This design comes from an exercise in tuning for small area on the open sky130 flow, not from production work.
The RTL was checked by simulation tests, not by an equivalence proof against the original design.
The clock port is modelled as an ideal driver; clocking choices that lean on that would not hold on a real chip.
Power is estimated from default activity; no workload was simulated.

==> flow/design.v <==
package sram_pkg;
    localparam int WORD_W       = 64;
    localparam int PIX_PER_WORD = 8;
    localparam int LANE_W       = WORD_W / PIX_PER_WORD;
    typedef union packed {
        logic [WORD_W-1:0]                    raw;
        logic [PIX_PER_WORD-1:0][LANE_W-1:0]  lane;
    } sram_word_u;
    typedef struct packed {
        logic [1:0] slot;
        logic       pad;
        logic       last;
    } fetch_tag_t;
endpackage
package array_pkg;
    localparam int KERNEL   = 3;
    localparam int HEIGHT_W = 8;
    typedef logic signed [7:0] pixel_t;
    typedef struct packed {
        pixel_t left;
        pixel_t centre;
        pixel_t right;
    } kernel_row_t;
    typedef kernel_row_t [KERNEL-1:0] window_t;
    typedef struct packed {
        logic        valid;
        kernel_row_t data;
    } skew_lane_t;
    typedef skew_lane_t [KERNEL-1:0] skewed_out_t;
endpackage
module feeder_top #(
    parameter int ADDR_W    = 16,
    parameter int SKEW_STEP = 3
) (
    input  logic                            i_clk,
    input  logic                            i_rst,
    input  logic                            i_start,
    input  logic [7:0]                      i_channel,
    input  logic [array_pkg::HEIGHT_W-1:0]  i_img_height,
    output logic                            o_sram_rden,
    output logic [ADDR_W-1:0]               o_sram_addr,
    input  logic [sram_pkg::WORD_W-1:0]     i_sram_data,
    output logic [74:0]                     o_win,
    output logic                            o_busy,
    output logic                            o_done
);
    logic              run_q;      
    logic [2:0]        ph_q;
    logic [7:0]        row_q;      
    logic [ADDR_W-1:0] addr_q;     
    logic              v1_q, v2_q;          
    logic              done_q;
    logic [7:0]        pix_q [1:12];        
    logic       start_ok;
    logic       empty;             
    logic       mul;               
    logic       rden;
    logic       v0;                
    logic       rd_last;           
    logic       real0;             
    logic       fill;              
    logic [7:0] acc_in;
    logic [7:0] mcand;
    logic [1:0] mbits;
    logic       carry;
    logic [9:0] acc_sum;
    logic [7:0] col_byte;          
    logic [7:0] pix_in;            
    assign start_ok = i_start && !o_busy;
    assign empty    = (i_img_height == 8'd0);
    assign mul      = start_ok || (run_q && !v1_q && ph_q < 3'd3);
    assign rden     = run_q && !mul && !empty;
    assign real0    = (row_q[7:1] != 7'd0) || (row_q[0] && ph_q[2]);
    assign fill     = (ph_q == 3'd4) && !real0 && !empty;
    assign mcand   = start_ok ? i_channel : addr_q[7:0];
    assign acc_in  = start_ok ? 8'd0 : addr_q[15:8];
    assign mbits   = mul ? mcand[1:0] : 2'b00;
    assign carry   = !mul && (addr_q[7:0] == 8'hff);
    assign acc_sum = {2'b00, acc_in}
                   + (mbits[0] ? {2'b00, i_img_height} : 10'd0)
                   + (mbits[1] ? {1'b0, i_img_height, 1'b0} : 10'd0)
                   + {9'd0, carry};
    always_ff @(posedge i_clk) begin
        if (i_rst) begin
            run_q  <= 1'b0;
            v1_q   <= 1'b0;
            v2_q   <= 1'b0;
            done_q <= 1'b0;
        end else begin
            if (start_ok) begin
                run_q <= 1'b1;
            end else if (ph_q == 3'd7 && row_q + 8'd1 == i_img_height) begin
                run_q <= 1'b0;
            end
            if (ph_q == 3'd6) v1_q <= run_q;
            if (ph_q == 3'd1) v2_q <= v1_q;
            done_q <= (ph_q == 3'd1) && v2_q && !v1_q;
        end
    end
    always_ff @(posedge i_clk) begin
        if (start_ok) begin
            ph_q  <= '0;
            row_q <= '0;
        end else begin
            ph_q <= ph_q + 3'd1;
            if (ph_q == 3'd7) begin
                row_q <= row_q + 8'd1;
            end
        end
        if (mul) begin
            addr_q <= {acc_sum, mcand[7:2]};
        end else if (ph_q == 3'd7) begin
            addr_q <= {acc_sum[7:0], addr_q[7:0] + 8'd1};
        end
    end
    always_comb begin
        case (ph_q)
            3'd0:    col_byte = i_sram_data[63:56];
            3'd1:    col_byte = i_sram_data[7:0];
            3'd2:    col_byte = i_sram_data[15:8];
            3'd3:    col_byte = i_sram_data[23:16];
            3'd4:    col_byte = i_sram_data[31:24];
            3'd5:    col_byte = i_sram_data[39:32];
            3'd6:    col_byte = i_sram_data[47:40];
            default: col_byte = i_sram_data[55:48];
        endcase
    end
    assign rd_last = (ph_q == 3'd0 ? v1_q : run_q) && !empty;
    assign pix_in  = rd_last ? col_byte : 8'd0;
    always_ff @(posedge i_clk) begin
        pix_q[1] <= pix_in;
        if (fill) begin
            pix_q[2] <= ~i_sram_data[23:16];
            pix_q[3] <= ~i_sram_data[15:8];
            pix_q[4] <= ~i_sram_data[7:0];
        end else begin
            pix_q[2] <= ~pix_q[1];
            pix_q[3] <= pix_q[2];
            pix_q[4] <= pix_q[3];
        end
        for (int k = 5; k <= 12; k++) begin
            pix_q[k] <= pix_q[k-1];
        end
    end
    assign o_sram_rden = rden;
    assign o_sram_addr = addr_q;
    assign v0          = ph_q[2] ? run_q : v1_q;
    assign o_busy      = run_q || v1_q || v2_q;
    assign o_done      = done_q;
    assign o_win[0 +: 25]  = {v0,
                              (ph_q == 3'd4 || !real0) ? 8'd0 : ~pix_q[12],
                              !real0 ? 8'd0 : ~pix_q[11],
                              (ph_q == 3'd3 || !real0) ? 8'd0 : ~pix_q[10]};
    assign o_win[25 +: 25] = {v1_q,
                              (ph_q == 3'd7) ? 8'd0 : ~pix_q[7],
                              ~pix_q[6],
                              (ph_q == 3'd6) ? 8'd0 : ~pix_q[5]};
    assign o_win[50 +: 25] = {v2_q,
                              (ph_q == 3'd2) ? 8'd0 : ~pix_q[2],
                              pix_q[1],
                              (ph_q == 3'd1) ? 8'd0 : pix_in};
endmodule
Settings: LEC_CHECK=0, CAP_MARGIN=0, CORE_MARGIN=2, CORE_UTILIZATION=65, SLEW_MARGIN=0; clock period 6.0 ns.
standard.sh (not shown) runs the stock make flow with config.mk's settings and CLKGATE_MAP_FILE= SYNTH_SCRIPT=/design/flow/synth_recipe.tcl, a recipe that flattens the netlist after the stock synthesis.
==> flow/flow/run.sh <==
#!/bin/bash
# The standard layout with four changes:
#  - ABC maps for area (flow/abc_area.script) instead of for speed; the
#    synthesis is otherwise the standard one, so the registers are the same;
#  - the smallest buffer on each port;
#  - a clock tree without dummy loads, built from clkbuf_8;
#  - at the end of CTS, each leaf clock buffer shrunk as far as its
#    flip-flops' clock slew allows (flow/shrink_clk.tcl).
# Each step's output goes to a log of its own here.
set -euo pipefail
here=$(pwd)
rm -rf "$here/scripts_area"
cp -r "$FLOW_HOME/scripts" "$here/scripts_area"
cp "$here/flow/abc_area.script" "$here/scripts_area/abc_area.script"
bash standard.sh ABC_AREA=1 "SCRIPTS_DIR=$here/scripts_area" synth > synth.log 2>&1
bash standard.sh "BUFFER_PORTS_ARGS=-buffer_cell sky130_fd_sc_hd__buf_1" \
  "CTS_ARGS=-sink_clustering_enable -repair_clock_nets -dont_use_dummy_load -buf_list sky130_fd_sc_hd__clkbuf_8" \
  "POST_CTS_TCL=$here/flow/shrink_clk.tcl" finish > finish.log 2>&1
Other scripts of this flow, unchanged in this note and not shown: flow/flow/abc_area.script, flow/flow/shrink_clk.tcl
The first run ran to the end with no violations.
Then changed:
--- a/flow/design.v
+++ b/flow/design.v
@@ -60,10 +60,8 @@
     logic       real0;             
     logic       fill;              
     logic [7:0] acc_in;
     logic [7:0] mcand;
-    logic [1:0] mbits;
-    logic       carry;
     logic [9:0] acc_sum;
     logic [7:0] col_byte;          
     logic [7:0] pix_in;            
     assign start_ok = i_start && !o_busy;
@@ -73,14 +71,11 @@
     assign real0    = (row_q[7:1] != 7'd0) || (row_q[0] && ph_q[2]);
     assign fill     = (ph_q == 3'd4) && !real0 && !empty;
     assign mcand   = start_ok ? i_channel : addr_q[7:0];
     assign acc_in  = start_ok ? 8'd0 : addr_q[15:8];
-    assign mbits   = mul ? mcand[1:0] : 2'b00;
-    assign carry   = !mul && (addr_q[7:0] == 8'hff);
     assign acc_sum = {2'b00, acc_in}
-                   + (mbits[0] ? {2'b00, i_img_height} : 10'd0)
-                   + (mbits[1] ? {1'b0, i_img_height, 1'b0} : 10'd0)
-                   + {9'd0, carry};
+                   + (mcand[0] ? {2'b00, i_img_height} : 10'd0)
+                   + (mcand[1] ? {1'b0, i_img_height, 1'b0} : 10'd0);
     always_ff @(posedge i_clk) begin
         if (i_rst) begin
             run_q  <= 1'b0;
             v1_q   <= 1'b0;
@@ -109,9 +104,9 @@
         end
         if (mul) begin
             addr_q <= {acc_sum, mcand[7:2]};
         end else if (ph_q == 3'd7) begin
-            addr_q <= {acc_sum[7:0], addr_q[7:0] + 8'd1};
+            addr_q <= addr_q + 1'b1;
         end
     end
     always_comb begin
         case (ph_q)
Outcome:
- synthesized cell count climbs by 4.3%
- sequential power is about the same
- combinational power goes up by 13%
- routed wire length came out higher by 2.5%
- worst setup slack gets worse by 0.25 ns
- first-iteration DRC count drops by 19%
- maximum frequency came out lower by 4.9%
- power goes up by 6.6%
- via count is higher by 3.8%

-- what the ideal ports hide --
The results above use ideal ports. As a check the final layouts listed here were re-extracted and re-timed, cells and wires unchanged.
Step 1 (the two cells are an assumption about what drives the block):
set clk [get_ports {i_clk}]
set_driving_cell -lib_cell sky130_fd_sc_hd__clkbuf_16 $clk
set_driving_cell -lib_cell sky130_fd_sc_hd__buf_2 [delete_from_list [all_inputs] $clk]
Step 2 times the ports against the registers' clock, not the clock port: input delays grow and output delays shrink by t, the midpoint of the rising clock arrivals with the driver on.
Three values: ideal ports, drivers, drivers and shift; two values: the first two.
run | shift t [ns] | setup WS [ns] | worst setup path at the end | latest minus earliest clock arrival (ns)
the first run | 0.392 | 1.177 / 1.185 / 0.793 | input to register | 0.044 / 0.044
the second run | 0.403 | 0.931 / 0.937 / 0.534 | input to register | 0.047 / 0.046
After both steps setup and hold are still met in every run listed. The setup slack of the second run, which loses most, moves by +0.006 ns with the drivers and by -0.397 ns with both steps.
